Background: an optimization exercise with open tools, aiming at small area, a short achievable clock period and few clock cycles. Do not read the settings as production practice.
Only simulation tests tie the RTL to the original design; equivalence was not proved.
No activity file was given, so power comes from the tool's default toggle rates.

### design/flow/design.v
package stt_pkg;
  localparam int unsigned OffsetBits   = 24;
  localparam int unsigned PositionBits = 16;
  localparam logic [OffsetBits-1:0]   OffMax = {OffsetBits{1'b1}};
  localparam logic [PositionBits-1:0] PosMax = {PositionBits{1'b1}};
  localparam logic [15:0]             LenMax = 16'hFFFF;
  localparam logic [2:0] MIdle     = 3'd0;
  localparam logic [2:0] MIdent    = 3'd1;
  localparam logic [2:0] MNumber   = 3'd2;
  localparam logic [2:0] MFraction = 3'd3;
  localparam logic [2:0] MString   = 3'd4;
  localparam logic [2:0] MEscape   = 3'd5;
  localparam logic [2:0] MComment  = 3'd6;
  localparam logic [2:0] MEnded    = 3'd7;
  localparam logic [2:0] PNone  = 3'd0;
  localparam logic [2:0] PSlash = 3'd1;
  localparam logic [2:0] PEq    = 3'd2;
  localparam logic [2:0] PBang  = 3'd3;
  localparam logic [2:0] PLt    = 3'd4;
  localparam logic [2:0] PGt    = 3'd5;
  localparam logic [2:0] PDot   = 3'd6;
  localparam logic [5:0] KEnd     = 6'd0;
  localparam logic [5:0] KIdent   = 6'd1;
  localparam logic [5:0] KNumber  = 6'd2;
  localparam logic [5:0] KString  = 6'd3;
  localparam logic [5:0] KKw0     = 6'd4;
  localparam logic [5:0] KLParen  = 6'd24;
  localparam logic [5:0] KRParen  = 6'd25;
  localparam logic [5:0] KLBrace  = 6'd26;
  localparam logic [5:0] KRBrace  = 6'd27;
  localparam logic [5:0] KSemi    = 6'd28;
  localparam logic [5:0] KComma   = 6'd29;
  localparam logic [5:0] KDot     = 6'd30;
  localparam logic [5:0] KAssign  = 6'd31;
  localparam logic [5:0] KBang    = 6'd33;
  localparam logic [5:0] KLt      = 6'd35;
  localparam logic [5:0] KGt      = 6'd37;
  localparam logic [5:0] KPlus    = 6'd39;
  localparam logic [5:0] KMinus   = 6'd40;
  localparam logic [5:0] KStar    = 6'd41;
  localparam logic [5:0] KSlash   = 6'd42;
  localparam logic [5:0] KStrByte = 6'd44;
  localparam logic [5:0] KBadChar = 6'd45;
  localparam logic [5:0] KUnterm  = 6'd46;
  localparam int unsigned NumKw = 20;
  localparam logic [1:0] PosCur = 2'd0;
  localparam logic [1:0] PosRun = 2'd1;
  localparam logic [1:0] PosOp  = 2'd2;
  function automatic logic [63:0] kw_text(input int k);
    logic [63:0] w;
    w = '0;
    case (k)
      0:  w[23:0] = {"t", "e", "l"};
      1:  w[39:0] = {"t", "n", "i", "r", "p"};
      2:  w[15:0] = {"f", "i"};
      3:  w[31:0] = {"e", "s", "l", "e"};
      4:  w[39:0] = {"e", "l", "i", "h", "w"};
      5:  w[31:0] = {"e", "u", "r", "t"};
      6:  w[39:0] = {"e", "s", "l", "a", "f"};
      7:  w[23:0] = {"l", "i", "n"};
      8:  w[23:0] = {"d", "n", "a"};
      9:  w[15:0] = {"r", "o"};
      10: w[15:0] = {"i", "u"};
      11: w[31:0] = {"t", "i", "n", "i"};
      12: w[31:0] = {"t", "x", "e", "t"};
      13: w[47:0] = {"n", "o", "t", "t", "u", "b"};
      14: w[39:0] = {"t", "u", "p", "n", "i"};
      15: w[23:0] = {"n", "u", "r"};
      16: w[39:0] = {"r", "a", "e", "l", "c"};
      17: w[39:0] = {"e", "l", "t", "i", "t"};
      18: w[47:0] = {"t", "c", "e", "l", "e", "s"};
      19: w[63:0] = {"x", "o", "b", "k", "c", "e", "h", "c"};
      default: w = '0;
    endcase
    kw_text = w;
  endfunction
  function automatic int kw_len(input int k);
    int l;
    case (k)
      0, 7, 8, 15:            l = 3;
      1, 4, 6, 14, 16, 17:    l = 5;
      2, 9, 10:               l = 2;
      3, 5, 11, 12:           l = 4;
      13, 18:                 l = 6;
      19:                     l = 8;
      default:                l = 0;
    endcase
    kw_len = l;
  endfunction
endpackage
module stt_kw_match (
  input  logic [7:0]  c_i,        
  input  logic [15:0] len_i,      
  input  logic        open_i,     
  input  logic [stt_pkg::NumKw-1:0] mask_i,
  output logic [stt_pkg::NumKw-1:0] mask_o,
  output logic [5:0]  kind_o      
);
  logic short_len;
  assign short_len = len_i[15:3] == 13'd0;
  logic [63:0] w;
  always_comb begin
    for (int k = 0; k < stt_pkg::NumKw; k++) begin
      w = stt_pkg::kw_text(k);
      if (open_i) begin
        mask_o[k] = c_i == w[7:0];
      end else begin
        mask_o[k] = 1'b0;
        for (int i = 1; i < stt_pkg::kw_len(k); i++) begin
          if (short_len && len_i[2:0] == 3'(i) && c_i == w[i*8 +: 8])
            mask_o[k] = mask_i[k];
        end
      end
    end
  end
  logic [5:0] kw_kind;
  always_comb begin
    kw_kind = 6'd0;
    for (int k = 0; k < stt_pkg::NumKw; k++) begin
      if (mask_i[k] && len_i == 16'(stt_pkg::kw_len(k))) kw_kind = kw_kind | (stt_pkg::KKw0 + 6'(k));
    end
    kind_o = (kw_kind != 6'd0) ? kw_kind : stt_pkg::KIdent;
  end
endmodule
module stt_core (
  input  logic        clk_i,
  input  logic        rst_ni,
  input  logic        go_i,
  input  logic        out_ready_i,
  input  logic [7:0]  text_byte_i,
  input  logic        end_of_text_i,
  output logic        done_o,      
  output logic        out_valid_o,
  output logic [5:0]  out_kind_o,
  output logic [23:0] out_off_o,
  output logic [15:0] out_len_o,
  output logic [15:0] out_line_o,
  output logic [15:0] out_col_o,
  output logic [7:0]  out_sb_o,
  output logic        out_last_o
);
  localparam logic [1:0] LRun = 2'd3;
  logic [2:0]  mode_q, mode_d;
  logic [2:0]  pend_q, pend_d;
  logic        halt_q, halt_d;
  logic [23:0] off_q;                
  logic [15:0] line_q, col_q;
  logic        adv_q;                
  logic        lastlf_q;             
  logic [23:0] cur_off;              
  logic [15:0] cur_line, cur_col;
  logic [23:0] p_off_q;              
  logic [15:0] p_line_q, p_col_q;
  logic [15:0] len_q, len_d;
  logic        ppend_q;                     
  logic [stt_pkg::NumKw-1:0] kwm_q, kwm_d;
  logic        ov_q;
  logic [5:0]  kind_q;
  logic [7:0]  sb_q;
  logic        last_q;
  logic [1:0]  lsel_q;
  logic [7:0]  c;
  logic        eot;
  logic        is_alpha, is_digit, is_blank, is_lf, is_quote, is_bslash, is_dot, is_eq;
  logic        is_slash, is_bang, is_lt, is_gt, is_hold, is_open;
  logic [5:0]  single_kind;
  logic        is_single;
  logic [15:0] len_inc;
  logic [5:0]  kw_kind;
  logic        kw_open;
  logic        close_res, fall, fall_res, split;
  logic [5:0]  close_kind, fall_kind;
  logic [1:0]  close_pos;
  logic [1:0]  close_len, fall_len;
  logic [7:0]  sb;
  logic        open_run, hold_op, advance, emit, more;
  assign eot = end_of_text_i || (text_byte_i == 8'd0);
  assign c = text_byte_i;
  assign is_alpha  = (c >= "a" && c <= "z") || (c >= "A" && c <= "Z") || c == "_";
  assign is_digit  = c >= "0" && c <= "9";
  assign is_lf     = c == 8'h0A;
  assign is_blank  = c == " " || c == 8'h09 || c == 8'h0D || is_lf;
  assign is_quote  = c == "\"";
  assign is_bslash = c == "\\";
  assign is_dot    = c == ".";
  assign is_eq     = c == "=";
  assign is_slash  = c == "/";
  assign is_bang   = c == "!";
  assign is_lt     = c == "<";
  assign is_gt     = c == ">";
  assign is_hold   = is_slash || is_eq || is_bang || is_lt || is_gt;
  assign is_open   = is_alpha || is_digit || is_quote;
  always_comb begin
    is_single = 1'b1;
    case (c)
      "(":     single_kind = stt_pkg::KLParen;
      ")":     single_kind = stt_pkg::KRParen;
      "{":     single_kind = stt_pkg::KLBrace;
      "}":     single_kind = stt_pkg::KRBrace;
      ";":     single_kind = stt_pkg::KSemi;
      ",":     single_kind = stt_pkg::KComma;
      ".":     single_kind = stt_pkg::KDot;
      "+":     single_kind = stt_pkg::KPlus;
      "-":     single_kind = stt_pkg::KMinus;
      "*":     single_kind = stt_pkg::KStar;
      default: begin single_kind = stt_pkg::KBadChar; is_single = 1'b0; end
    endcase
  end
  assign len_inc = (len_q != stt_pkg::LenMax) ? len_q + 16'd1 : len_q;
  assign cur_off  = (adv_q && off_q != stt_pkg::OffMax) ? off_q + 24'd1 : off_q;
  assign cur_line = (adv_q && lastlf_q && line_q != stt_pkg::PosMax) ? line_q + 16'd1 : line_q;
  assign cur_col  = (adv_q && lastlf_q) ? 16'd1 :
                    (adv_q && col_q != stt_pkg::PosMax) ? col_q + 16'd1 : col_q;
  stt_kw_match u_kw (
    .c_i(c), .len_i(len_q), .open_i(kw_open), .mask_i(kwm_q), .mask_o(kwm_d), .kind_o(kw_kind)
  );
  always_comb begin
    fall_res = 1'b1;
    fall_kind = single_kind;
    fall_len = 2'd1;
    if (eot) begin
      fall_kind = stt_pkg::KEnd; fall_len = 2'd0;
    end else if (is_blank || is_open || is_hold) begin
      fall_res = 1'b0;
    end else if (!is_single) begin
      fall_len = 2'd0;
    end
  end
  always_comb begin
    mode_d = mode_q; pend_d = pend_q; halt_d = halt_q; len_d = len_q;
    close_res = 1'b0; close_kind = stt_pkg::KEnd; close_pos = stt_pkg::PosRun; close_len = 2'd0;
    fall = 1'b0; split = 1'b0; more = 1'b0;
    kw_open = 1'b0;
    open_run = 1'b0; hold_op = 1'b0;
    sb = 8'd0;
    case (mode_q)
      stt_pkg::MString: begin
        if (eot) begin
          close_res = 1'b1; close_kind = stt_pkg::KUnterm; halt_d = 1'b1;
        end else if (is_quote) begin
          len_d = len_inc; close_res = 1'b1; close_kind = stt_pkg::KString; close_len = LRun;
          mode_d = stt_pkg::MIdle;
        end else if (is_bslash) begin
          len_d = len_inc; mode_d = stt_pkg::MEscape;
        end else begin
          len_d = len_inc; close_res = 1'b1; close_kind = stt_pkg::KStrByte; sb = c;
        end
      end
      stt_pkg::MEscape: begin
        if (eot) begin
          close_res = 1'b1; close_kind = stt_pkg::KUnterm; halt_d = 1'b1;
        end else begin
          len_d = len_inc; mode_d = stt_pkg::MString; close_res = 1'b1; close_kind = stt_pkg::KStrByte;
          sb = (c == "n") ? 8'h0A : (c == "t") ? 8'h09 : (c == "r") ? 8'h0D : c;
        end
      end
      stt_pkg::MComment: begin
        if (eot || is_lf) begin
          mode_d = stt_pkg::MIdle; fall = 1'b1;
        end
      end
      stt_pkg::MIdent: begin
        if (!eot && (is_alpha || is_digit)) begin
          len_d = len_inc;
        end else begin
          close_res = 1'b1; close_kind = kw_kind; close_len = LRun;
          mode_d = stt_pkg::MIdle; fall = 1'b1;
        end
      end
      stt_pkg::MNumber, stt_pkg::MFraction: begin
        if (pend_q == stt_pkg::PDot) begin
          if (!eot && is_digit) begin
            len_d = (len_q < 16'hFFFE) ? len_q + 16'd2 : stt_pkg::LenMax;
            mode_d = stt_pkg::MFraction; pend_d = stt_pkg::PNone;
          end else begin
            close_res = 1'b1; close_kind = stt_pkg::KNumber; close_len = LRun;
            mode_d = stt_pkg::MIdle; pend_d = stt_pkg::PDot; split = 1'b1; more = 1'b1;
          end
        end else if (!eot && is_digit) begin
          len_d = len_inc;
        end else if (!eot && is_dot && mode_q == stt_pkg::MNumber) begin
          pend_d = stt_pkg::PDot; hold_op = 1'b1;
        end else begin
          close_res = 1'b1; close_kind = stt_pkg::KNumber; close_len = LRun;
          mode_d = stt_pkg::MIdle; fall = 1'b1;
        end
      end
      stt_pkg::MEnded: begin
        close_res = 1'b1; close_kind = stt_pkg::KEnd; close_pos = stt_pkg::PosCur;
      end
      default: begin
        pend_d = stt_pkg::PNone;
        close_pos = stt_pkg::PosOp;
        case (pend_q)
          stt_pkg::PSlash: begin
            if (!eot && is_slash) begin
              mode_d = stt_pkg::MComment;
            end else begin
              close_res = 1'b1; close_kind = stt_pkg::KSlash; close_len = 2'd1; fall = 1'b1;
            end
          end
          stt_pkg::PEq, stt_pkg::PBang, stt_pkg::PLt, stt_pkg::PGt: begin
            close_res = 1'b1;
            case (pend_q)
              stt_pkg::PEq:   close_kind = stt_pkg::KAssign;
              stt_pkg::PBang: close_kind = stt_pkg::KBang;
              stt_pkg::PLt:   close_kind = stt_pkg::KLt;
              default:        close_kind = stt_pkg::KGt;
            endcase
            if (!eot && is_eq) begin
              close_kind = close_kind + 6'd1; close_len = 2'd2;
            end else begin
              close_len = 2'd1; fall = 1'b1;
            end
          end
          stt_pkg::PDot: begin
            close_res = 1'b1; close_kind = stt_pkg::KDot; close_len = 2'd1; fall = 1'b1;
          end
          default: begin
            fall = 1'b1;
          end
        endcase
      end
    endcase
    if (fall && close_res && (fall_res || (!eot && is_open && close_len == LRun))) begin
      split = 1'b1; more = fall_res;
      mode_d = stt_pkg::MIdle; pend_d = stt_pkg::PNone;
    end
    if (fall && !split) begin
      if (eot) begin
        mode_d = stt_pkg::MEnded;
      end else if (is_open) begin
        mode_d = is_alpha ? stt_pkg::MIdent : is_digit ? stt_pkg::MNumber : stt_pkg::MString;
        len_d = 16'd1; open_run = 1'b1; kw_open = 1'b1;
      end else if (is_hold) begin
        pend_d = is_slash ? stt_pkg::PSlash : is_eq ? stt_pkg::PEq : is_bang ? stt_pkg::PBang :
                 is_lt ? stt_pkg::PLt : stt_pkg::PGt;
        hold_op = 1'b1;
      end else if (!is_blank && !is_single) begin
        halt_d = 1'b1;
      end
    end
    if (halt_q) begin
      mode_d = mode_q; pend_d = pend_q; halt_d = halt_q; len_d = len_q;
      close_res = 1'b0; fall = 1'b0; split = 1'b0; open_run = 1'b0; hold_op = 1'b0;
    end
  end
  assign done_o = !split;
  assign emit = close_res || (fall && fall_res);
  assign advance = done_o && !eot && !halt_d && mode_q != stt_pkg::MEnded;
  logic [1:0]  pos_sel;
  assign pos_sel = close_res ? close_pos : stt_pkg::PosCur;
  logic p_load, p_from_last;
  assign p_load = (emit && pos_sel != stt_pkg::PosRun) || (open_run && !emit) || ppend_q;
  assign p_from_last = ppend_q || (mode_q == stt_pkg::MIdle && pend_q != stt_pkg::PNone);
  always_ff @(posedge clk_i or negedge rst_ni) begin
    if (!rst_ni) begin
      mode_q <= stt_pkg::MIdle; pend_q <= stt_pkg::PNone; halt_q <= 1'b0;
      off_q <= '0; line_q <= 16'd1; col_q <= 16'd1; adv_q <= 1'b0;
      ov_q <= 1'b0; ppend_q <= 1'b0;
    end else begin
      if (go_i) ppend_q <= open_run && emit;
      if (go_i) begin
        mode_q <= mode_d; pend_q <= pend_d; halt_q <= halt_d;
        if (advance) begin
          off_q <= cur_off; line_q <= cur_line; col_q <= cur_col; adv_q <= 1'b1;
        end
      end
      if (go_i) ov_q <= emit;
      else if (out_ready_i) ov_q <= 1'b0;
    end
  end
  always_ff @(posedge clk_i) begin
    if (go_i) begin
      len_q <= len_d;
      kwm_q <= kwm_d;
      if (advance) lastlf_q <= is_lf;
      if (p_load) begin
        p_off_q  <= p_from_last ? off_q  : cur_off;
        p_line_q <= p_from_last ? line_q : cur_line;
        p_col_q  <= p_from_last ? col_q  : cur_col;
      end
      if (emit) begin
        kind_q <= close_res ? close_kind : fall_kind;
        lsel_q <= close_res ? close_len : fall_len;
        sb_q <= sb;
        last_q <= !more;
      end
    end
  end
  assign out_valid_o = ov_q;
  assign out_kind_o  = kind_q;
  assign out_off_o   = p_off_q;
  assign out_line_o  = p_line_q;
  assign out_col_o   = p_col_q;
  assign out_len_o   = (lsel_q == LRun) ? len_q : {14'd0, lsel_q};
  assign out_sb_o    = sb_q;
  assign out_last_o  = last_q;
endmodule
module source_text_tokenizer_top (
  input  logic        clk_i,
  input  logic        rst_ni,
  input  logic        in_valid,
  output logic        in_ready,
  input  logic [7:0]  in_text_byte,
  input  logic        in_end_of_text,
  output logic        out_valid,
  input  logic        out_ready,
  output logic [5:0]  out_kind,
  output logic [23:0] out_start_offset,
  output logic [15:0] out_token_length,
  output logic [15:0] out_token_line,
  output logic [15:0] out_token_col,
  output logic [7:0]  out_string_byte,
  output logic        out_last
);
  logic       hv_q, sv_q;
  logic [7:0] hb_q, sb_q;
  logic       he_q, se_q;
  logic       take, go, done;
  assign in_ready = !sv_q;
  assign take = in_valid && !sv_q;
  assign go = hv_q && (!out_valid || out_ready);
  stt_core u_core (
    .clk_i, .rst_ni, .go_i(go), .out_ready_i(out_ready),
    .text_byte_i(hb_q), .end_of_text_i(he_q), .done_o(done),
    .out_valid_o(out_valid), .out_kind_o(out_kind), .out_off_o(out_start_offset),
    .out_len_o(out_token_length), .out_line_o(out_token_line), .out_col_o(out_token_col),
    .out_sb_o(out_string_byte), .out_last_o(out_last)
  );
  always_ff @(posedge clk_i or negedge rst_ni) begin
    if (!rst_ni) begin
      hv_q <= 1'b0; sv_q <= 1'b0;
    end else begin
      if (!hv_q || (go && done)) begin
        hv_q <= sv_q || take;
        sv_q <= sv_q && take;
      end else begin
        sv_q <= sv_q || take;
      end
    end
  end
  always_ff @(posedge clk_i) begin
    if (!hv_q || (go && done)) begin
      if (sv_q) begin
        hb_q <= sb_q; he_q <= se_q;
      end else if (take) begin
        hb_q <= in_text_byte; he_q <= in_end_of_text;
      end
    end
    if (take) begin
      sb_q <= in_text_byte; se_q <= in_end_of_text;
    end
  end
endmodule
### design/flow/flow/run.sh
#!/bin/bash
set -euo pipefail
export BUFFER_PORTS_ARGS="-buffer_cell sky130_fd_sc_hd__buf_1"
export CTS_ARGS="-sink_clustering_enable -repair_clock_nets -dont_use_dummy_load -buf_list sky130_fd_sc_hd__clkbuf_8 -sink_buffer_max_cap_derate 0.6"
export SETUP_SLACK_MARGIN=5.5
bash standard.sh > standard_flow.log 2>&1
### design/flow/standard.sh
#!/bin/bash
# synth_recipe.tcl (not shown) runs the flow's synth.tcl, then flattens the netlist and writes it again
# the make line also repeats each setting of config.mk as NAME=value (left out here)
make -C /OpenROAD-flow-scripts/flow DESIGN_CONFIG=/design/flow/config.mk WORK_HOME=/design/flow/orfs CLKGATE_MAP_FILE= SYNTH_SCRIPT=/design/flow/synth_recipe.tcl "${@:-finish}"
### design/flow/config.mk
export PLATFORM = sky130hd
export DESIGN_NAME = source_text_tokenizer_top
export DESIGN_NICKNAME = source_text_tokenizer_top
export VERILOG_FILES = /design/flow/design.v
export SDC_FILE = /design/flow/constraint.sdc
export NUM_CORES = 4
export LEC_CHECK = 0
export CAP_MARGIN = 20
export CORE_MARGIN = 2
export CORE_UTILIZATION = 70
export PLACE_DENSITY = 0.8
export SLEW_MARGIN = 20
### design/flow/constraint.sdc
create_clock -name core_clock -period 9.0 [get_ports {clk_i}]
set_input_delay 1.8000 -clock core_clock [delete_from_list [all_inputs] [get_ports {clk_i}]]
set_output_delay 1.8000 -clock core_clock [all_outputs]
set_load 0.01 [all_outputs]
==> results of run 1 <==
[cells in the mapped netlist (all sizes together), types with 7 or more instances]
master,number
or2,8
nand2,155
a21oi,87
o31ai,22
or3,7
mux2,12
xor2,39
clkbuf,63
dfrtp,66
nand2b,15
o221ai,8
inv,18
a31oi,26
nand3,71
nor4,21
and2,17
nor2b,15
o22ai,12
o211ai,12
xnor2,39
buf,15
nor2,120
nand4,23
o21ai,93
and3,43
a22oi,9
edfxtp,128
a22o,12
nor3,36
ha,10
[repair_timing]
| item | in CTS | in global routing |
|---|---|---|
| gates resized for setup | 24 | 25 |
| endpoints found under the setup margin | 211 | 197 |
| buffers inserted | 9 | 25 |
| pin swaps | 3 | 8 |
| hold endpoints to repair | 0 | 0 |
| cloned | 3 | 2 |
[stage by stage]
| stage | instance area [um2] | hold slack [ps] | cells |
|---|---|---|---|
| after detailed placement | 12370 | 500.0 | 1549 |
| final | 13120 | 518.4 | 1605 |
| after global placement | 12370 | 493.8 | 1549 |
| after CTS | 12770 | 518.9 | 1578 |
| after global routing | 13120 | 540.2 | 1605 |
| after floorplan | 11970 | 473.7 | 1298 |
[worst max-delay path by stage]
stage	to	slack, ps	cells past startpoint
6_report	u_core.off_q[21]	5500	9
5_1_grt	u_core.len_q[3]	5450	10
4_1_cts	u_core.off_q[21]	5510	10
3_5_place_dp	u_core.col_q[11]	3440	10
3_3_place_gp	u_core.col_q[2]	3560	10
2_1_floorplan	u_core.p_col_q[0]	5430	11
[flip-flops by register name (all words and copies together), names as in the netlist, 2 cells and up]
name and count:
u_core.line_q 16, u_core.p_off_q 24, u_core.p_col_q 16, u_core.col_q 16
u_core.off_q 24, u_core.kind_q 6, u_core.sb_q 8, sb_q 8
u_core.kwm_q 20, u_core.len_q 16, hb_q 8, u_core.p_line_q 16
u_core.mode_q 3, u_core.lsel_q 2, u_core.pend_q 3
[power breakdown]
group          switching, mW  leakage [nW]  internal [mW]
logic                  0.621          2.60          0.334
registers              0.149          2.12           1.14
clock network          0.283         0.122          0.167
[placed cells by master, fill, tap and decap left out, types with 12 or more instances in the layout]
master    instances
and2_1           17
nand2b_1         14
nand2_1         153
a31oi_1          23
xnor2_1          38
nor2_1          114
edfxtp_1        128
a22o_1           12
dfrtp_1          63
mux2_2           12
clkbuf_8         17
o22ai_1          12
o211ai_1         12
nand3_1          69
and3_1           42
inv_1            15
o21ai_0          87
nor3_1           31
buf_1           100
xor2_1           39
o31ai_1          21
nand4_1          23
a21oi_1          84
buf_4            37
nor2b_1          14
[area by class of cell]
class | count | area (um2) | share of cell area [%]
Inverter | 19 | 86.33 | 0.6583
Timing Repair Buffer | 144 | 759.5 | 5.791
Tap cell | 220 | 275.3 | 2.099
Multi-Input combinational cell | 1008 | 6203 | 47.30
Timing Repair inverter | 1 | 5.005 | 0.03816
Clock buffer | 17 | 234.0 | 1.784
Sequential cell | 196 | 5552 | 42.33
[cell families (layout without fill, tap and decap cells)]
kind of cell    Yosys count  count (layout)  synth area share [%]
flops                   196             196                 46.55
fa+ha+maj                10              10                 1.050
simple gates            562             564                 23.93
mux                      13              13                 1.218
xor+xnor                 78              78                 5.795
compound gates          342             343                 18.26
buf+inv                  97             181                 3.202
[routing by layer]
layer | vias up | GRT usage, % | wire length (um) | part of all wire, %
met5 | - | 0 | 0 | 0
met4 | 0 | 13.57 | 1118 | 3.3
met3 | 134 | 7.583 | 4190 | 12
met2 | 866 | 56.26 | 15550 | 45
met1 | 5345 | 52.79 | 13370 | 39
li1 | 4994 | - | - | -
==> impl_metrics.toml, run 1 <==
[run_status]
run_status = "finished clean"

[synth]
synth_edf_count = 128
synth.top_cell.area_share_pct = 32.25
yosysWarnings = 3
ys_seq_elements = 196
synth_area_um2 = 11920
synth.distinct_cells = 83
synthTopCellsByArea = "edfxtp_1 32%, dfrtp_1 14%, nand2_1 4.9%"
ys_seq_area_share_pct = 46.55
synth_cells = 1298
avgSynthCellArea_um2 = 9.183
synth_fp_nets = 1321
async_reset_ff_share_pct = 34.69
synth_ff_type = "edfxtp_1"
yosysTopAreaCell = "edfxtp_1"

[timing]
worst_slew_pin_slew_ps = 954.4
timing.final.crit_share_pct = 38.86
skew_ps = 43.93
slew_headroom_pct = 36.07
period_needed_ps = 3497
fmax_ghz = 0.2859
final.setup.worst_slack_ps = 5503
setup-violations-final = 0
setup-tns-final_ps = 0
report.final.slew_viol_count = 0
rsz0062_at_grt = "true"
hold_viol_final = 0

[worst_hold_path]
holdPathStages = 1
min_from = "u_core.off_q[13]"
hold_end = "u_core.off_q[13]"
hp-class = "reg2reg"

[clock_tree]
path_clk_slew_ps = 120
cts.hold.buffers_added = 0
cts_buffer_depth = 2
cts_sinks = 196
ctsHtreeMaxLevel = 4
root_buffer = "clkbuf_8"
clkLatencyLatePin_ps = 500
cts_tree = "built"
cts_buffers = 17

[setup_path]
path_cells = "or4b_4, nor4_4, o22ai_1, a211oi_2, nand2b_1, o2111a_2, nand3_4, or4_4, xnor2_2"
r2r_end = "u_core.off_q[21]"
start_kind = "register"
cp.arrival_ps = 3870
critical_path_required_ps = 9370
cp_max_fo = 7
critPathSlowestCell = "or4b_4"
r2r_start = "hb_q[6]"
critPathKind = "reg2reg"
crit_family = "simple AND/OR/NAND/NOR gates"
ff2ff_path_depth = 9
cp.buffers_inverters = 0
reg2reg_slack_ps = 5500
crit_path_end_kind = "register"
max_stage_delay_ps = 630
cp-startpoint = "hb_q[6]"

[power]
p_leak_nw = 4.841
power_density_nw_per_um2 = 205.3
ir_drop_mv = 0.1252
finalPower_mw = 2.693

[floorplanning]
start_util_pct = 71.62
core_um2 = 16640
rows = 47
io_pins = 102
die_h_um = 134.5
die_area_um2 = 18090
die_x_um = 134.5

[grt]
antenna_found_initial = 0
grt_pass1_vias = 10080
grt_overflow = 0
grtUsageTotal_pct = 36.87
grt_max_degree = 69
grt_pass1_wl_mm = 52.51

[route]
drt_first_pass_iters = 6
ant_nets = 0
via_count = 11340
avgRoutedWirePerCell_um = 21.33
routed_wl_mm = 34.23
drc_errors = 0
vias_per_cell = 7.065
drt_iter0_markers = 1818

[cells_and_area]
fill_cells = 1102
utilization_pct = 78.81
nets = 1410
diodes = 0
drive_gt1_share_pct = 10.40
synthToLayoutAreaGrowth_pct = 10.04

[place]
hpwl_mm = 22.10
port_buffers = 101
pre_cts_slack_ps = 3436
gp_congestion = 1.005

[run]
cap_violations = 0
Testbench counts, summed over its fixed seeds: cycles 24,327.
==> inputs of run 2 (changes only) <==
==> design/flow/flow/run.sh (replaced) <==
#!/bin/bash
set -euo pipefail
export BUFFER_PORTS_ARGS="-buffer_cell sky130_fd_sc_hd__buf_1"
export CTS_ARGS="-sink_clustering_enable -repair_clock_nets -dont_use_dummy_load -buf_list sky130_fd_sc_hd__clkbuf_8 -sink_buffer_max_cap_derate 0.6"
export SETUP_SLACK_MARGIN=5.5
bash standard.sh MATCH_CELL_FOOTPRINT=0 finish > standard_flow.log 2>&1
--- a/design/flow/config.mk
+++ b/design/flow/config.mk
@@ -7,6 +7,6 @@
 export LEC_CHECK = 0
 export CAP_MARGIN = 20
 export CORE_MARGIN = 2
-export CORE_UTILIZATION = 70
-export PLACE_DENSITY = 0.8
+export CORE_UTILIZATION = 60
+export PLACE_DENSITY = 0.7
 export SLEW_MARGIN = 20
==> impl_metrics.toml, run 2 <==
[synth]
yosysWarnings = 3
async_reset_ff_share_pct = 34.69
ys_seq_elements = 196
synth_ff_type = "edfxtp_1"
synth.top_cell.area_share_pct = 32.25
yosysMostFrequentCell = "nand2_1"
avgSynthCellArea_um2 = 9.183
synth_area_um2 = 11920
synthTopCellsByArea = "edfxtp_1 32%, dfrtp_1 14%, nand2_1 4.9%"
synth_edf_count = 128
ys_top_cells_by_count = "155 x nand2_1, 128 x edfxtp_1, 120 x nor2_1, 91 x o21ai_0, 87 x a21oi_1"
synth.distinct_cells = 83
synth_cells = 1298
synth_fp_nets = 1321
yosysTopAreaCell = "edfxtp_1"
ys_seq_area_share_pct = 46.55

[timing]
hold_viol_final = 0
worst_slew_pin_slew_ps = 922.5
setup-violations-final = 0
slew_headroom_pct = 38.50
setup-tns-final_ps = 0
period_needed_ps = 3480
fmax_ghz = 0.2874
rsz0062_at_grt = "true"
skew_ps = 50.09
timing.final.crit_share_pct = 38.66
report.final.slew_viol_count = 0

[power]
ir_drop_mv = 0.1131
p_leak_nw = 4.867
power_density_nw_per_um2 = 201.9

[setup_path]
ff2ff_path_depth = 9
cp.buffers_inverters = 2
start_kind = "primary input"
max_stage_delay_ps = 540
cp_max_fo = 12
reg2reg_slack_ps = 5520
critical_path_required_ps = 9370
r2r_end = "u_core.off_q[21]"
crit_family = "simple AND/OR/NAND/NOR gates"
critPathKind = "in2reg"
r2r_start = "hb_q[7]"
path_cells = "buf_1, nand2b_4, nand2_4, or2_4, clkinvlp_4, o2111a_2, nand3_4, or4_4, xnor2_2"
cp.arrival_ps = 3850
crit_path_end_kind = "register"
critPathSlowestCell = "or4_4"

[cells_and_area]
final_common_cell = "nand2_1"
synthToLayoutAreaGrowth_pct = 10.64
fill_cells = 1621
diodes = 0
reg.largest.list = "u_core.off_q (24), u_core.p_off_q (24), u_core.kwm_q (20)"
nets = 1416
drive_gt1_share_pct = 11.00
most-common-layout-cells = "153 x nand2_1, 128 x edfxtp_1, 114 x nor2_1"
instances_no_fill = 1656

[grt]
grtUsageTotal_pct = 31.09
antenna_found_initial = 0
grt_pass1_wl_mm = 52.90
grt_max_degree = 69
grt_overflow = 0
grt_pass1_vias = 9773

[clock_tree]
cts_tree = "built"
root_buffer = "clkbuf_8"
cts_sinks = 196
ctsHtreeMaxLevel = 4
cts_buffers = 17
cts_buffer_depth = 2
path_clk_slew_ps = 120
clkLatencyLatePin_ps = 480

[worst_hold_path]
hp-class = "reg2reg"
hold_end = "u_core.off_q[11]"
min_from = "u_core.off_q[11]"
holdPathStages = 1

[floorplanning]
die_x_um = 144.9
io_pins = 102
rows = 51
die_h_um = 144.9
start_util_pct = 61.24
core_um2 = 19460
die_area_um2 = 21010

[route]
drt_first_pass_iters = 8
ant_nets = 0
via_count = 10880
routed_wl_mm = 33.17
vias_per_cell = 6.572
drt_iter0_markers = 1434
drc_errors = 0
avgRoutedWirePerCell_um = 20.03

[run]
cap_violations = 0

[place]
hpwl_mm = 21.74
dpl.cell_count = 1595
gp_congestion = 0.9488
port_buffers = 101

[run_status]
run_status = "finished clean"
## run 2: kinds of logic (layout without fill, tap and decap cells)
logic type | after synthesis | count (layout) | synth area share [%]
DFF | 196 | 196 | 46.55
and+or+nand+nor | 562 | 564 | 23.93
xor gates and xnor gates | 78 | 78 | 5.795
muxes | 13 | 13 | 1.218
AOI/OAI and AO/OA | 342 | 342 | 18.26
adders and majority gates | 10 | 10 | 1.050
buffers and inverters | 97 | 188 | 3.202
## run 2: power breakdown
| part | switching, mW | internal (mW) | total (mW) |
|---|---|---|---|
| logic | 0.601 | 0.332 | 0.932 |
| clock network | 0.279 | 0.168 | 0.447 |
| registers | 0.145 | 1.14 | 1.28 |
## run 2: worst max path at each step
stage                     startpoint           endpoint  slack, ps  cells past startpoint
after floorplan              hb_q[7]  u_core.p_col_q[0]       5440                     11
after global placement     out_ready    u_core.col_q[2]       3450                     10
after detailed placement   out_ready   u_core.col_q[12]       3370                     10
after CTS                    hb_q[5]            hb_q[4]       5490                      9
after global routing         hb_q[0]    u_core.off_q[1]       5450                     11
final                      out_ready   u_core.off_q[21]       5520                      9
## run 2: metal layers
metal	global-route usage, %	up-vias	routed length, um	part of all wire [%]
met5	0	-	0	0
met2	47.02	580	14910	45
met3	4.937	59	2908	8.8
met4	8.812	0	774	2.3
met1	46.57	5231	14570	44
li1	-	5013	-	-
## run 2: layout make-up
| type | instances | area [um2] | share of cell area [%] |
|---|---|---|---|
| multi-input combinational | 1007 | 6190 | 46.94 |
| tap | 265 | 331.6 | 2.514 |
| timing repair buffer | 151 | 784.5 | 5.949 |
| timing repair inverter | 1 | 5.005 | 0.03795 |
| inverter | 19 | 91.34 | 0.6926 |
| sequential | 196 | 5552 | 42.10 |
| clock buffer | 17 | 234.0 | 1.774 |
## run 2: worst reg2reg max path, cell delays in order (launching register included)
cell,delay (ps)
edfxtp_1,450
or4b_4,660
nor4_4,430
o22ai_1,140
a211oi_2,370
nand2b_1,190
o2111a_2,280
nand3_4,190
or4_4,540
xnor2_2,140
## run 2: per-stage QoR
step	hold slack (ps)	total power [mW]	util, %	setup WS [ps]	area (um2)
final	512.3	2.663	67.76	5520	13190
after global routing	542.5	2.799	67.76	5447	13190
after CTS	512.0	2.586	66.00	5490	12850
after detailed placement	495.2	2.097	63.87	3374	12430
after global placement	488.4	2.091	63.87	3451	12430
after floorplan	473.7	1.854	-	5437	11970
## run 2: what timing repair did
| action | 4_1_cts | 5_1_grt |
|---|---|---|
| cloned | 3 | 0 |
| setup endpoints to repair | 229 | 197 |
| pin swaps | 3 | 7 |
| hold buffers | 0 | 0 |
| buffers inserted | 9 | 32 |
| resized for setup | 31 | 22 |
==> inputs of run 3 (changes only) <==
--- a/design/flow/design.v
+++ b/design/flow/design.v
@@ -270,8 +270,7 @@
       stt_pkg::MNumber, stt_pkg::MFraction: begin
         if (pend_q == stt_pkg::PDot) begin
           if (!eot && is_digit) begin
-            len_d = (len_q < 16'hFFFE) ? len_q + 16'd2 : stt_pkg::LenMax;
-            mode_d = stt_pkg::MFraction; pend_d = stt_pkg::PNone;
+            len_d = len_inc; mode_d = stt_pkg::MFraction; pend_d = stt_pkg::PNone; split = 1'b1;
           end else begin
             close_res = 1'b1; close_kind = stt_pkg::KNumber; close_len = LRun;
             mode_d = stt_pkg::MIdle; pend_d = stt_pkg::PDot; split = 1'b1; more = 1'b1;
==> design/flow/flow/run.sh (replaced) <==
#!/bin/bash
set -euo pipefail
export BUFFER_PORTS_ARGS="-buffer_cell sky130_fd_sc_hd__buf_1"
export CTS_ARGS="-sink_clustering_enable -repair_clock_nets -dont_use_dummy_load -buf_list sky130_fd_sc_hd__clkbuf_8 -sink_buffer_max_cap_derate 0.6"
export SETUP_SLACK_MARGIN=5.5
bash standard.sh > standard_flow.log 2>&1
==> impl_metrics.toml, run 3 <==
[route]
via_count = 9643
ant_nets = 0
routed_wl_mm = 29.51
drt_first_pass_iters = 6
drc_errors = 0
drt_iter0_markers = 855
avgRoutedWirePerCell_um = 19.42
vias_per_cell = 6.348

[synth]
synthAdderAreaFrac_pct = 0.9705
avgSynthCellArea_um2 = 9.935
async_reset_ff_share_pct = 34.69
ys_seq_area_share_pct = 47.81
synth_xor_area_share_pct = 6.642
synthTopCellsByArea = "edfxtp_1 33%, dfrtp_1 14%, xor2_1 4.7%"
yosys.area_share.simple_pct = 23.34
synth_area_um2 = 11600
synth.area.mux_share_pct = 1.768
synth.top_cell.area_share_pct = 33.12
yosysWarnings = 3
synth_edf_count = 128
synth-compound-area-share_pct = 15.56
ys_top_cells_by_count = "128 x edfxtp_1, 99 x nand2_1, 99 x nor2_1, 83 x o21ai_0, 66 x dfrtp_1"
synth_cells = 1168
synth_ff_type = "edfxtp_1"
synth.distinct_cells = 92
yosysTopAreaCell = "edfxtp_1"
yosysMostFrequentCell = "edfxtp_1"
ys_seq_elements = 196
synth_fp_nets = 1190
synth_top_family_by_area = "simple AND/OR/NAND/NOR gates"

[place]
gp_congestion = 0.9576
port_buffers = 101
hpwl_mm = 19.68

[floorplanning]
die_h_um = 143.1
die_area_um2 = 20470
io_pins = 102
rows = 50
die_x_um = 143.1
start_util_pct = 61.62
core_um2 = 18830

[run]
cap_violations = 0

[setup_path]
critPathSlowestCell = "or2_2"
max_stage_delay_ps = 420
path_cells = "buf_1, nor2b_4, nand2b_4, or2_4, a211oi_2, o211ai_4, buf_12, or2_2, o21ai_1"
crit_family = "simple AND/OR/NAND/NOR gates"
crit_path_end_kind = "register"
ff2ff_path_depth = 9
path_depth = 9
cp.arrival_ps = 3850
critical_path_required_ps = 9400
critPathKind = "in2reg"
cp.buffers_inverters = 2
cp_max_fo = 58
start_kind = "primary input"

[timing]
setup-violations-final = 0
skew_ps = 32.66
rsz0062_at_grt = "false"
setup-tns-final_ps = 0
fmax_ghz = 0.2900
report.final.slew_viol_count = 0
timing.final.crit_share_pct = 38.32
worst_slew_pin_slew_ps = 1176
whs_ps = 519.1
period_needed_ps = 3449
hold_viol_final = 0
slew_headroom_pct = 21.02

[clock_tree]
cts_tree = "built"
cts.hold.buffers_added = 0
path_clk_slew_ps = 110
root_buffer = "clkbuf_8"
cts_buffers = 17
cts_buffer_depth = 2
clkLatencyLatePin_ps = 470
ctsHtreeMaxLevel = 4
cts_sinks = 196

[worst_hold_path]
hp-class = "reg2reg"
holdPathStages = 1

[cells_and_area]
nets = 1283
fill_cells = 1479
drive_gt1_share_pct = 14.14
most-common-layout-cells = "128 x edfxtp_1, 100 x buf_1, 98 x nand2_1"
synthToLayoutAreaGrowth_pct = 9.834
reg.largest.list = "u_core.off_q (24), u_core.p_off_q (24), u_core.kwm_q (20)"
final_common_cell = "edfxtp_1"
diodes = 0

[grt]
grt_overflow = 0
grtUsageTotal_pct = 28.26
grt_pass1_vias = 8699
grt_pass1_wl_mm = 45.71
grt_max_degree = 69
antenna_found_initial = 0

[power]
power_density_nw_per_um2 = 135.3
ir_drop_mv = 0.09660
p_leak_nw = 4.702

[run_status]
run_status = "finished clean"
-- run 3: report_power, final --
| part | total (mW) | internal, mW | switching, mW |
|---|---|---|---|
| sequential | 1.05 | 1.02 | 0.0290 |
| clock | 0.435 | 0.168 | 0.268 |
| combinational | 0.237 | 0.0776 | 0.160 |
| total | 1.72 | 1.27 | 0.456 |
-- run 3: path summary, 6_finish.rpt --
check | slack [ps] | to | start
max in group asynchronous | 6790 | u_core.mode_q[0] | rst_ni
min in group asynchronous | 1520 | u_core.off_q[3] | rst_ni
hold reg to reg | 520 | u_core.line_q[10] | u_core.line_q[10]
hold / removal | 520 | u_core.line_q[10] | u_core.line_q[10]
setup reg to reg | 5570 | u_core.p_col_q[14] | hb_q[5]
setup / recovery | 5550 | u_core.col_q[7] | out_ready
-- run 3: cell families after synthesis --
| logic type | after synthesis |
|---|---|
| simple gates | 484 |
| compound gates | 272 |
| flops | 196 |
| buf+inv | 101 |
| xor+xnor | 88 |
| mux | 18 |
| fa+ha+maj | 9 |
-- run 3: per-layer routing --
layer,wire length (um),GRT usage [%],up-vias,part of all wire (%)
li1,-,-,4504,-
met4,1026,10.68,0,3.5
met1,12740,39.99,4591,43
met5,0,0,-,0
met3,1976,3.991,83,6.7
met2,13760,44.45,465,47
-- run 3: repair_timing --
item	4_1_cts	5_1_grt
cloned	0	3
buffers inserted	11	25
endpoints found under the hold margin	0	0
endpoints found under the setup margin	211	137
resized for setup	16	15
pin swaps	3	0
-- run 3: area by class of cell --
class	count	area (um2)	area share, %
Inverter	25	97.59	0.7658
Clock buffer	17	234.0	1.836
Sequential cell	196	5549	43.54
Multi-Input combinational cell	873	5758	45.18
Timing Repair Buffer	148	780.7	6.126
Tap cell	260	325.3	2.553
-- run 3: through the flow --
stage / power, mW / instance area [um2] / utilization, % / std cells / setup WS [ps]
after floorplan: 1.196 / 11660 / - / 1168 / 5076
after global routing: 1.786 / 12740 / 67.68 / 1519 / 5494
after CTS: 1.705 / 12480 / 66.27 / 1491 / 5408
after global placement: 1.262 / 12090 / 64.21 / 1463 / 4405
final: 1.724 / 12740 / 67.68 / 1519 / 5551
after detailed placement: 1.264 / 12090 / 64.21 / 1463 / 4323
Testbench counts of run 3, summed over its fixed seeds: cycles 24,429.
==> inputs of run 4 (changes only) <==
==> design/flow/flow/run.sh (replaced) <==
#!/bin/bash
set -euo pipefail
export BUFFER_PORTS_ARGS="-buffer_cell sky130_fd_sc_hd__buf_1"
export CTS_ARGS="-sink_clustering_enable -repair_clock_nets -dont_use_dummy_load -buf_list sky130_fd_sc_hd__clkbuf_8 -sink_buffer_max_cap_derate 0.6"
export SETUP_SLACK_MARGIN=5.8
bash standard.sh > standard_flow.log 2>&1
==> impl_metrics.toml, run 4 <==
[clock_tree]
cts_tree = "built"
clkLatencyLatePin_ps = 480
ctsHtreeMaxLevel = 4
path_clk_slew_ps = 110
cts_buffers = 17
cts.hold.buffers_added = 0
cts_buffer_depth = 2
cts_sinks = 196
root_buffer = "clkbuf_8"

[floorplanning]
die_h_um = 143.1
die_area_um2 = 20470
core_um2 = 18830
die_x_um = 143.1
rows = 50
io_pins = 102
start_util_pct = 61.62

[power]
switching_share_pct = 26.94
power_density_nw_per_um2 = 128.9
combPwrFrac_pct = 17.3
power.switching_mw = 0.4807
p_clk_share_pct = 24.3
seq_power_share_pct = 58.5
ir_drop_mv = 0.1065
power.internal_mw = 1.304
p_leak_nw = 5.225
finalPower_mw = 1.784

[timing]
timing.final.crit_share_pct = 37.32
worst_slew_pin_slew_ps = 948.3
setup-tns-final_ps = 0
period_needed_ps = 3359
report.final.slew_viol_count = 0
final.setup.worst_slack_ps = 5641
fmax_ghz = 0.2977
hold_viol_final = 0
rsz0062_at_grt = "true"
setup-violations-final = 0
skew_ps = 37.18
slew_headroom_pct = 36.29

[cells_and_area]
drive_gt1_share_pct = 20.95
fill_cells = 1321
reg.largest.list = "u_core.off_q (24), u_core.p_off_q (24), u_core.kwm_q (20)"
diodes = 0
most-common-layout-cells = "128 x edfxtp_1, 100 x buf_1, 97 x nand2_1"
nets = 1356
design_area_um2 = 13850
synthToLayoutAreaGrowth_pct = 19.32
multi_input_area_um2 = 6067
final_common_cell = "edfxtp_1"
register_area_um2 = 5552

[route]
drc_errors = 0
routed_wl_mm = 33.75
via_count = 10310
ant_nets = 0
vias_per_cell = 6.476
avgRoutedWirePerCell_um = 21.20
drt_first_pass_iters = 6
drt_iter0_markers = 1245

[synth]
yosysMostFrequentCell = "edfxtp_1"
synthTopCellsByArea = "edfxtp_1 33%, dfrtp_1 14%, xor2_1 4.7%"
ys_seq_area_share_pct = 47.81
synth_fp_nets = 1190
ys_top_cells_by_count = "128 x edfxtp_1, 99 x nand2_1, 99 x nor2_1, 83 x o21ai_0, 66 x dfrtp_1"
synth.distinct_cells = 92
async_reset_ff_share_pct = 34.69
synth_ff_type = "edfxtp_1"
synth_cells = 1168
yosysTopAreaCell = "edfxtp_1"
yosysWarnings = 3
synth_edf_count = 128
avgSynthCellArea_um2 = 9.935
ys_seq_elements = 196
synth.top_cell.area_share_pct = 33.12
synth_area_um2 = 11600

[place]
pre_cts_slack_ps = 4209
gp_congestion = 0.9665
postPlaceCellArea_um2 = 12100
port_buffers = 101
hpwl_mm = 19.62

[grt]
grtUsageTotal_pct = 29.75
grt_overflow = 0
grt_pass1_wl_mm = 47.51
antenna_found_initial = 0
grt_pass1_vias = 9177
grt_max_degree = 69

[setup_path]
cp.arrival_ps = 3560
critPathSlowestCell = "edfxtp_1"
critPathKind = "reg2reg"
path_cells = "buf_4, buf_4, nand2_1, nand4_1, a21oi_1, o41ai_4, buf_4, a31oi_4, buf_6, o21ai_4, nor4_4, buf_4, buf_12, a311oi_1"
max_stage_delay_ps = 510
path_common_cell = "buf_4"
cp.buffers_inverters = 6
start_kind = "register"
crit_family = "compound AO/OA/AOI/OAI gates"
crit_path_end_kind = "register"
cp_max_fo = 8
critical_path_required_ps = 9200

[worst_hold_path]
hp-class = "reg2reg"

[run]
cap_violations = 0

[run_status]
run_status = "finished clean"
[run 4: cell counts after synthesis]
No cell type changed its count.
[run 4: repair_timing]
action                                  4_1_cts  5_1_grt
gates cloned                                  6       11
buffers inserted                             56       39
endpoints found under the setup margin      249      221
resized for setup                            39       61
pin swaps                                    17       23
[run 4: cell type report]
type                       count  share of cell area, %
timing repair buffer         218                  11.30
timing repair inverter         1                0.03615
clock buffer                  17                  1.690
multi-input combinational    875                  43.82
sequential                   196                  40.10
tap                          260                  2.350
inverter                      25                 0.7049
[run 4: kinds of logic (layout without fill, tap and decap cells)]
family                   count (synthesis)  after routing  share of synthesized area (%)
XOR/XNOR                                88             88                          6.642
AO/OA/AOI/OAI                          272            272                          15.56
flip-flops                             196            196                          47.81
adder cells (fa/ha/maj)                  9              9                         0.9705
multiplexers                            18             18                          1.768
AND/OR/NAND/NOR                        484            488                          23.34
buffers and inverters                  101            261                          3.903
[run 4: final timing paths]
path	endpoint	slack, ps	depth (start not counted)	start
min in group asynchronous	u_core.off_q[4]	1500	2	rst_ni
max in group asynchronous	u_core.mode_q[0]	6750	2	rst_ni
worst max register to register	u_core.len_q[13]	5640	14	hb_q[1]
worst min-delay path	u_core.line_q[10]	530	1	u_core.line_q[10]
worst max-delay path	u_core.len_q[13]	5640	14	hb_q[1]
worst min register to register	u_core.line_q[10]	530	1	u_core.line_q[10]
[run 4: stage by stage]
stage	std cells	hold slack (ps)	utilization [%]
floorplan	1168	442.6	-
finish	1592	529.3	73.53
global route	1592	550.6	73.53
CTS	1542	525.8	69.30
global placement	1463	498.8	64.27
detailed placement	1463	506.7	64.27
[run 4: power by group through the flow]
stage                     registers (mW)  logic [mW]  clock network [mW]
after floorplan                     1.08       0.121                   0
after global placement              1.08       0.182                   0
after detailed placement            1.08       0.183                   0
after CTS                           1.04       0.257               0.439
after global routing                1.05       0.324               0.473
final                               1.04       0.308               0.433
[run 4: metal layers]
layer  track usage (%)  up-vias  part of all wire (%)
li1                  -     4679                     -
met5                 0        -                     0
met2             49.01      608                    48
met4             10.94        0                   4.0
met3             6.070      120                   8.4
met1             39.02     4903                    40
==> inputs of run 5 (changes only) <==
==> design/flow/flow/run.sh (replaced) <==
#!/bin/bash
set -euo pipefail
export BUFFER_PORTS_ARGS="-buffer_cell sky130_fd_sc_hd__buf_1"
export CTS_ARGS="-sink_clustering_enable -repair_clock_nets -dont_use_dummy_load -buf_list sky130_fd_sc_hd__clkbuf_8 -sink_buffer_max_cap_derate 0.6"
export SETUP_SLACK_MARGIN=5.6
bash standard.sh > standard_flow.log 2>&1
==> impl_metrics.toml, run 5 <==
[timing]
timing.final.crit_share_pct = 37.32
hold_viol_final = 0
setup-violations-final = 0
slew_headroom_pct = 35.55
rsz0062_at_grt = "true"
report.final.slew_viol_count = 0
setup-tns-final_ps = 0
worst_slew_pin_slew_ps = 959.3
skew_ps = 41.82
fmax_ghz = 0.2977
period_needed_ps = 3359
final.setup.worst_slack_ps = 5641

[synth]
async_reset_ff_share_pct = 34.69
synth.top_cell.area_share_pct = 33.12
synth_fp_nets = 1190
synth_area_um2 = 11600
ys_seq_area_share_pct = 47.81
synth_top_family_by_area = "simple AND/OR/NAND/NOR gates"
synth.area.mux_share_pct = 1.768
yosysMostFrequentCell = "edfxtp_1"
synth_cells = 1168
synthTopCellsByArea = "edfxtp_1 33%, dfrtp_1 14%, xor2_1 4.7%"
synthAdderAreaFrac_pct = 0.9705
synth_edf_count = 128
ys_seq_elements = 196
ys_top_cells_by_count = "128 x edfxtp_1, 99 x nand2_1, 99 x nor2_1, 83 x o21ai_0, 66 x dfrtp_1"
yosysTopAreaCell = "edfxtp_1"
yosysWarnings = 3
yosys.area_share.simple_pct = 23.34
synth-compound-area-share_pct = 15.56
synth_xor_area_share_pct = 6.642
avgSynthCellArea_um2 = 9.935
synth.distinct_cells = 92
synth_ff_type = "edfxtp_1"

[setup_path]
max_stage_delay_ps = 580
critical_path_required_ps = 9330
ff2ff_path_depth = 11
critPathKind = "reg2reg"
crit_family = "compound AO/OA/AOI/OAI gates"
crit_end = "u_core.line_q[1]"
cp-startpoint = "hb_q[0]"
cp.buffers_inverters = 3
cp.arrival_ps = 3690
reg2reg_slack_ps = 5640
crit_path_end_kind = "register"
path_cells = "buf_4, or4_4, o21ai_2, o21ai_2, o41ai_4, a31oi_4, buf_4, o211ai_4, buf_12, nor2_2, mux2_4"
r2r_start = "hb_q[0]"
critPathSlowestCell = "or4_4"
cp_max_fo = 17
path_depth = 11
start_kind = "register"
r2r_end = "u_core.line_q[1]"

[cells_and_area]
design_area_um2 = 13010
multi_input_area_um2 = 5808
register_area_um2 = 5550
final_common_cell = "edfxtp_1"
synthToLayoutAreaGrowth_pct = 12.11
reg.largest.list = "u_core.off_q (24), u_core.p_off_q (24), u_core.kwm_q (20)"
nets = 1308
most-common-layout-cells = "128 x edfxtp_1, 100 x buf_1, 98 x nand2_1"
diodes = 0
drive_gt1_share_pct = 15.73
utilization_pct = 69.08
fill_cells = 1502

[run_status]
run_status = "finished clean"

[floorplanning]
die_h_um = 143.1
start_util_pct = 61.62
core_um2 = 18830
die_area_um2 = 20470
io_pins = 102
die_x_um = 143.1
rows = 50

[worst_hold_path]
hp-class = "reg2reg"
min_from = "u_core.line_q[10]"

[route]
ant_nets = 0
drc_errors = 0
via_count = 9886
vias_per_cell = 6.403
drt_iter0_markers = 911
avgRoutedWirePerCell_um = 19.88
routed_wl_mm = 30.70
drt_first_pass_iters = 7

[power]
ir_drop_mv = 0.1340
p_leak_nw = 4.842
finalPower_mw = 1.739
power_density_nw_per_um2 = 133.7

[clock_tree]
root_buffer = "clkbuf_8"
cts_sinks = 196
path_clk_slew_ps = 110
cts_buffers = 17
clkLatencyLatePin_ps = 470
cts_buffer_depth = 2
cts.hold.buffers_added = 0
ctsHtreeMaxLevel = 4
cts_tree = "built"

[grt]
grt_max_degree = 69
grt_overflow = 0
grt_pass1_vias = 9077
grtUsageTotal_pct = 29.58
grt_pass1_wl_mm = 47.64
antenna_found_initial = 0

[place]
port_buffers = 101
pre_cts_slack_ps = 4016
gp_congestion = 0.9265
hpwl_mm = 19.93
postPlaceCellArea_um2 = 12120

[run]
cap_violations = 0
-- run 5: logic make-up after synthesis --
kind of cell,after synthesis
AND/OR/NAND/NOR,484
multiplexers,18
adder cells (fa/ha/maj),9
AO/OA/AOI/OAI,272
XOR/XNOR,88
flip-flops,196
buffers and inverters,101
-- run 5: repair_timing --
item                       in CTS  in global routing
setup endpoints to repair     230                152
gates cloned                    2                  4
hold endpoints to repair        0                  0
buffers inserted               31                 25
pin swaps                       7                 10
gates resized for setup        20                 16
-- run 5: worst min path at each step --
stage | to | slack, ps | cells past startpoint
detailed placement | u_core.line_q[10] | 500 | 1
floorplan | u_core.adv_q | 440 | 2
finish | u_core.line_q[10] | 520 | 1
CTS | u_core.line_q[10] | 520 | 1
global route | u_core.off_q[21] | 550 | 1
global placement | u_core.off_q[23] | 500 | 1
-- run 5: layer usage --
metal / GRT usage (%) / share of wire [%] / vias to the layer above
li1: - / - / 4561
met1: 40.38 / 43 / 4804
met2: 47.62 / 48 / 460
met3: 5.298 / 6.7 / 61
met4: 10.63 / 2.5 / 0
met5: 0 / 0 / -
-- run 5: area by class of cell --
class / count / area share (%)
inverter: 25 / 0.7502
multi-input combinational: 874 / 44.65
clock buffer: 17 / 1.799
tap: 260 / 2.501
sequential: 196 / 42.67
timing repair buffer: 172 / 7.637
-- run 5: stage by stage --
| stage | hold slack [ps] | instances |
|---|---|---|
| 2_1_floorplan | 442.6 | 1168 |
| 3_3_place_gp | 498.2 | 1465 |
| 3_5_place_dp | 502.9 | 1465 |
| 4_1_cts | 521.2 | 1515 |
| 5_1_grt | 549.0 | 1544 |
| 6_report | 524.0 | 1544 |
-- run 5: report_power, final --
group          total (mW)  internal (mW)  switching [mW]
Combinational       0.260         0.0879           0.172
Sequential           1.04           1.02          0.0225
Clock               0.435          0.168           0.267
==> inputs of run 6 (changes only) <==
==> design/flow/flow/run.sh (replaced) <==
#!/bin/bash
set -euo pipefail
export BUFFER_PORTS_ARGS="-buffer_cell sky130_fd_sc_hd__buf_1"
export CTS_ARGS="-sink_clustering_enable -repair_clock_nets -dont_use_dummy_load -buf_list sky130_fd_sc_hd__clkbuf_8 -sink_buffer_max_cap_derate 0.6"
export SETUP_SLACK_MARGIN=5.72
bash standard.sh > standard_flow.log 2>&1
==> impl_metrics.toml, run 6 <==
[setup_path]
critPathKind = "reg2reg"
crit_family = "simple AND/OR/NAND/NOR gates"
reg2reg_slack_ps = 5630
path_common_cell = "o21ai_4"
max_stage_delay_ps = 610
critical_path_required_ps = 9330
start_kind = "register"
ff2ff_path_depth = 10
r2r_end = "u_core.line_q[6]"
path_cells = "or4_4, o21ai_4, o21ai_4, nor4_1, nand4_1, o211ai_4, buf_4, clkbuf_16, nor4_2, xor2_1"
crit_path_end_kind = "register"
cp.arrival_ps = 3700
critPathSlowestCell = "or4_4"
r2r_start = "hb_q[0]"
cp_max_fo = 15
path_depth = 10
cp.buffers_inverters = 2

[floorplanning]
die_area_um2 = 20470
core_um2 = 18830
start_util_pct = 61.62
die_h_um = 143.1
die_x_um = 143.1
rows = 50
io_pins = 102

[timing]
hold_viol_final = 0
fmax_ghz = 0.2965
rsz0062_at_grt = "true"
period_needed_ps = 3373
worst_slew_pin_slew_ps = 953.2
setup-violations-final = 0
slew_headroom_pct = 35.97
report.final.slew_viol_count = 0
timing.final.crit_share_pct = 37.48
skew_ps = 42.00
setup-tns-final_ps = 0

[clock_tree]
clkLatencyLatePin_ps = 470
cts_tree = "built"
path_clk_slew_ps = 110
root_buffer = "clkbuf_8"
ctsHtreeMaxLevel = 4
cts_buffers = 17
cts_buffer_depth = 2
cts_sinks = 196

[route]
ant_nets = 0
via_count = 10040
drt_iter0_markers = 1086
avgRoutedWirePerCell_um = 20.05
routed_wl_mm = 31.09
vias_per_cell = 6.476
drc_errors = 0
drt_first_pass_iters = 8

[grt]
grt_pass1_vias = 9147
grt_pass1_wl_mm = 47.62
grtUsageTotal_pct = 29.52
antenna_found_initial = 0
grt_overflow = 0
grt_max_degree = 69

[cells_and_area]
fill_cells = 1465
most-common-layout-cells = "128 x edfxtp_1, 100 x buf_1, 98 x nand2_1"
synthToLayoutAreaGrowth_pct = 13.80
reg.largest.list = "u_core.off_q (24), u_core.p_off_q (24), u_core.kwm_q (20)"
design_area_um2 = 13210
drive_gt1_share_pct = 17.12
final_common_cell = "edfxtp_1"
diodes = 0
nets = 1315
multi_input_area_um2 = 5901
register_area_um2 = 5552

[worst_hold_path]
hp-class = "reg2reg"
min_from = "u_core.line_q[10]"
holdPathStages = 1
hold_end = "u_core.line_q[10]"

[synth]
synth.distinct_cells = 92
synth_area_um2 = 11600
avgSynthCellArea_um2 = 9.935
synthTopCellsByArea = "edfxtp_1 33%, dfrtp_1 14%, xor2_1 4.7%"
ys_seq_area_share_pct = 47.81
synth_fp_nets = 1190
synth.top_cell.area_share_pct = 33.12
synth_cells = 1168
yosysWarnings = 3
ys_top_cells_by_count = "128 x edfxtp_1, 99 x nand2_1, 99 x nor2_1, 83 x o21ai_0, 66 x dfrtp_1"
yosysTopAreaCell = "edfxtp_1"
ys_seq_elements = 196
synth_ff_type = "edfxtp_1"
synth_edf_count = 128
async_reset_ff_share_pct = 34.69
yosysMostFrequentCell = "edfxtp_1"

[power]
seq_power_share_pct = 59.5
power_density_nw_per_um2 = 133.2
ir_drop_mv = 0.1016
power.internal_mw = 1.286
combPwrFrac_pct = 15.7
p_clk_share_pct = 24.8
switching_share_pct = 26.88
power.switching_mw = 0.4728
p_leak_nw = 4.897

[run_status]
run_status = "finished clean"

[run]
cap_violations = 0

[place]
port_buffers = 101
postPlaceCellArea_um2 = 12110
gp_congestion = 0.9789
hpwl_mm = 19.28
run 6: cells by family (layout without fill, tap and decap cells):
family                   count (synthesis)  count (layout)  synth area share (%)
multiplexers                            18              18                 1.768
XOR/XNOR                                88              88                 6.642
AND/OR/NAND/NOR                        484             487                 23.34
buffers and inverters                  101             221                 3.903
AO/OA/AOI/OAI                          272             272                 15.56
adder cells (fa/ha/maj)                  9               9                0.9705
flip-flops                             196             196                 47.81
run 6: cell type report:
cell class | count | area share, %
Inverter | 25 | 0.7391
Timing Repair Buffer | 179 | 8.300
Sequential cell | 196 | 42.04
Clock buffer | 17 | 1.772
Tap cell | 260 | 2.464
Multi-Input combinational cell | 874 | 44.68
run 6: metrics by stage:
step                total power [mW]  setup slack [ps]  cells  utilization [%]  hold WS (ps)
finish                         1.759              5627   1551            70.13         516.1
detailed placement             1.267              4179   1464            64.31         503.6
global placement               1.264              4316   1464            64.31         499.8
global route                   1.816              5551   1551            70.13         538.7
CTS                            1.735              5738   1525            68.24         521.7
floorplan                      1.197              5076   1168                -         442.6
run 6: how the worst max path moves through the flow:
stage,start,endpoint,slack (ps)
floorplan,out_ready,u_core.p_col_q[0],5080
global placement,out_ready,u_core.col_q[1],4320
detailed placement,out_ready,u_core.col_q[15],4180
CTS,u_core.lsel_q[1],out_token_length[1],5740
global route,hb_q[0],u_core.line_q[15],5550
finish,hb_q[0],u_core.line_q[6],5630
run 6: per-layer routing:
layer	vias to the layer above	wire length [um]	GRT usage, %
li1	4566	-	-
met1	4744	12720	40.75
met2	600	14570	46.66
met3	134	2612	5.567
met4	0	1192	10.84
met5	-	0	0
run 6: power groups by stage:
stage / sequential, mW / combinational (mW) / clock [mW]
4_1_cts: 1.05 / 0.243 / 0.444
5_1_grt: 1.05 / 0.291 / 0.473
6_report: 1.05 / 0.276 / 0.436
3_5_place_dp: 1.08 / 0.185 / 0
3_3_place_gp: 1.08 / 0.183 / 0
2_1_floorplan: 1.08 / 0.121 / 0
run 6: what timing repair did:
item,4_1_cts,5_1_grt
buffers inserted,39,24
hold buffers,0,0
gates resized for setup,30,26
hold endpoints to repair,0,0
gates cloned,5,2
endpoints found under the setup margin,232,188
pin swaps,8,15
==> inputs of run 7 (changes only) <==
==> design/flow/flow/run.sh (replaced) <==
#!/bin/bash
set -euo pipefail
export BUFFER_PORTS_ARGS="-buffer_cell sky130_fd_sc_hd__buf_1"
export CTS_ARGS="-sink_clustering_enable -repair_clock_nets -dont_use_dummy_load -buf_list sky130_fd_sc_hd__clkbuf_8 -sink_buffer_max_cap_derate 0.6"
export SETUP_SLACK_MARGIN=5.65
bash standard.sh > standard_flow.log 2>&1
==> impl_metrics.toml, run 7 <==
[run_status]
run_status = "finished clean"

[clock_tree]
cts_sinks = 196
clkLatencyLatePin_ps = 480
cts_buffer_depth = 2
path_clk_slew_ps = 110
cts_buffers = 17
cts_tree = "built"
root_buffer = "clkbuf_8"
ctsHtreeMaxLevel = 4

[place]
hpwl_mm = 19.49
port_buffers = 101
gp_congestion = 0.9724

[timing]
setup-violations-final = 0
rsz0062_at_grt = "false"
period_needed_ps = 3301
worst_slew_pin_slew_ps = 1059
timing.final.crit_share_pct = 36.68
skew_ps = 34.42
report.final.slew_viol_count = 0
hold_viol_final = 0
setup-tns-final_ps = 0
fmax_ghz = 0.3029
slew_headroom_pct = 28.85

[synth]
synth_area_um2 = 11600
yosysWarnings = 3
synth_cells = 1168
synth_edf_count = 128
synth_fp_nets = 1190
ys_top_cells_by_count = "128 x edfxtp_1, 99 x nand2_1, 99 x nor2_1, 83 x o21ai_0, 66 x dfrtp_1"
synth.top_cell.area_share_pct = 33.12
synthTopCellsByArea = "edfxtp_1 33%, dfrtp_1 14%, xor2_1 4.7%"
async_reset_ff_share_pct = 34.69
synth_ff_type = "edfxtp_1"
synth.distinct_cells = 92
ys_seq_area_share_pct = 47.81
yosysTopAreaCell = "edfxtp_1"
avgSynthCellArea_um2 = 9.935
ys_seq_elements = 196
yosysMostFrequentCell = "edfxtp_1"

[run]
cap_violations = 0

[route]
ant_nets = 0
avgRoutedWirePerCell_um = 19.62
drt_iter0_markers = 1017
drc_errors = 0
via_count = 9770
drt_first_pass_iters = 6
vias_per_cell = 6.365
routed_wl_mm = 30.11

[grt]
grtUsageTotal_pct = 29.44
grt_overflow = 0
grt_pass1_wl_mm = 47.40
grt_pass1_vias = 9028
antenna_found_initial = 0
grt_max_degree = 69

[cells_and_area]
synthToLayoutAreaGrowth_pct = 11.90
register_area_um2 = 5550
multi_input_area_um2 = 5839
final_common_cell = "edfxtp_1"
drive_gt1_share_pct = 15.69
utilization_pct = 68.96
nets = 1299
reg.largest.list = "u_core.off_q (24), u_core.p_off_q (24), u_core.kwm_q (20)"
fill_cells = 1515
diodes = 0
most-common-layout-cells = "128 x edfxtp_1, 100 x buf_1, 97 x nand2_1"

[power]
power.switching_mw = 0.4628
p_leak_nw = 4.817
power.internal_mw = 1.276
power_density_nw_per_um2 = 133.9
combPwrFrac_pct = 14.8
seq_power_share_pct = 60.2
ir_drop_mv = 0.1030
switching_share_pct = 26.61
p_clk_share_pct = 25.1

[worst_hold_path]
hp-class = "reg2reg"

[floorplanning]
start_util_pct = 61.62
core_um2 = 18830
die_x_um = 143.1
die_h_um = 143.1
io_pins = 102
rows = 50
die_area_um2 = 20470

[setup_path]
critPathKind = "in2reg"
critical_path_required_ps = 9390
reg2reg_slack_ps = 5740
cp.arrival_ps = 3690
crit_path_end_kind = "register"
cp_max_fo = 30
start_kind = "primary input"
## run 7: cell counts after synthesis
Identical to the previous run, type by type.
## run 7: path summary, 6_finish.rpt
kind	start	end	cells after the start
worst max-delay path	out_ready	u_core.col_q[2]	9
worst min-delay path	u_core.line_q[15]	u_core.line_q[15]	1
worst max register to register	hb_q[4]	u_core.p_col_q[12]	9
worst min register to register	u_core.line_q[15]	u_core.line_q[15]	1
max in group asynchronous	rst_ni	u_core.mode_q[2]	2
min in group asynchronous	rst_ni	u_core.off_q[2]	2
## run 7: area by class of cell
| cell class | count | area share [%] |
|---|---|---|
| Clock buffer | 17 | 1.802 |
| Inverter | 25 | 0.7516 |
| Tap cell | 260 | 2.505 |
| Timing Repair Buffer | 163 | 7.227 |
| Sequential cell | 196 | 42.74 |
| Multi-Input combinational cell | 874 | 44.97 |
## run 7: stage by stage
stage | cells | worst slack [ps] | power, mW | hold WS [ps] | instance area, um2
2_1_floorplan | 1168 | 5076 | 1.197 | 442.6 | 11670
3_3_place_gp | 1464 | 4328 | 1.264 | 499.3 | 12110
3_5_place_dp | 1464 | 4236 | 1.266 | 498.8 | 12110
4_1_cts | 1520 | 5590 | 1.734 | 516.6 | 12790
5_1_grt | 1535 | 5620 | 1.801 | 541.8 | 12990
6_report | 1535 | 5699 | 1.739 | 510.2 | 12990
## run 7: worst max-delay path: stages
cell      delay, ps
buf_1           120
nor2b_4          70
nand2b_4        170
or2_4           310
a211oi_4        260
o211ai_4        130
buf_12          200
or2_2           400
o31ai_1         220
## run 7: cells by family (layout without fill, tap and decap cells)
logic type | count (synthesis) | count (layout) | synth area share (%)
AOI/OAI and AO/OA | 272 | 272 | 15.56
xor gates and xnor gates | 88 | 88 | 6.642
adders and majority gates | 9 | 9 | 0.9705
buffers and inverters | 101 | 205 | 3.903
DFF | 196 | 196 | 47.81
muxes | 18 | 18 | 1.768
and+or+nand+nor | 484 | 487 | 23.34
## run 7: power by group through the flow
| stage | Clock (mW) | Combinational, mW | Sequential, mW |
|---|---|---|---|
| 2_1_floorplan | 0 | 0.121 | 1.08 |
| 3_3_place_gp | 0 | 0.182 | 1.08 |
| 3_5_place_dp | 0 | 0.182 | 1.08 |
| 4_1_cts | 0.444 | 0.243 | 1.05 |
| 5_1_grt | 0.476 | 0.274 | 1.05 |
| 6_report | 0.436 | 0.257 | 1.05 |
## run 7: repair_timing
action | CTS | global route
hold endpoints to repair | 0 | 0
hold buffers | 0 | 0
gates resized for setup | 22 | 19
setup buffers | 36 | 13
pin swaps | 5 | 6
setup endpoints to repair | 231 | 151
cloned | 3 | 2
## run 7: routing by layer
metal / up-vias / global-route usage, % / share of wire [%]
met4: 0 / 10.37 / 2.7
met5: - / 0 / 0
met2: 493 / 47.17 / 48
met3: 80 / 5.064 / 7.7
li1: 4539 / - / -
met1: 4658 / 40.60 / 42

[re-timing with driven ports]
The results above use ideal ports. As a check the final layouts listed here were re-extracted and re-timed, cells and wires unchanged. Step 1 assumes that a clkbuf_16 drives the clock port and a buf_2 every other input. Step 2 moves the port delays by t, midway between the first and last clock arrival at a register: inputs arrive t later, outputs are due t later. That takes back most of the time a late clock gives input paths. Slacks: no drivers / after step 1 / after step 2; pairs: no drivers / after step 1.
run | t, ns | slack for setup (ns) | worst slew at a driven data input, ns
run 1 | 0.522 | 5.503 / 5.503 / 5.050 | 0.03
run 2 | 0.503 | 5.520 / 5.524 / 5.038 | 0.03
run 3 | 0.492 | 5.551 / 5.562 / 5.070 | 0.03
run 4 | 0.508 | 5.641 / 5.641 / 5.299 | 0.04
run 5 | 0.496 | 5.641 / 5.641 / 5.240 | 0.03
run 6 | 0.491 | 5.627 / 5.627 / 5.308 | 0.03
run 7 | 0.506 | 5.699 / 5.699 / 5.209 | 0.03
After both steps setup and hold are still met in every run listed. For run 7, which loses most, drivers alone change the setup slack by 0.000 ns; drivers and shift together by -0.490 ns.
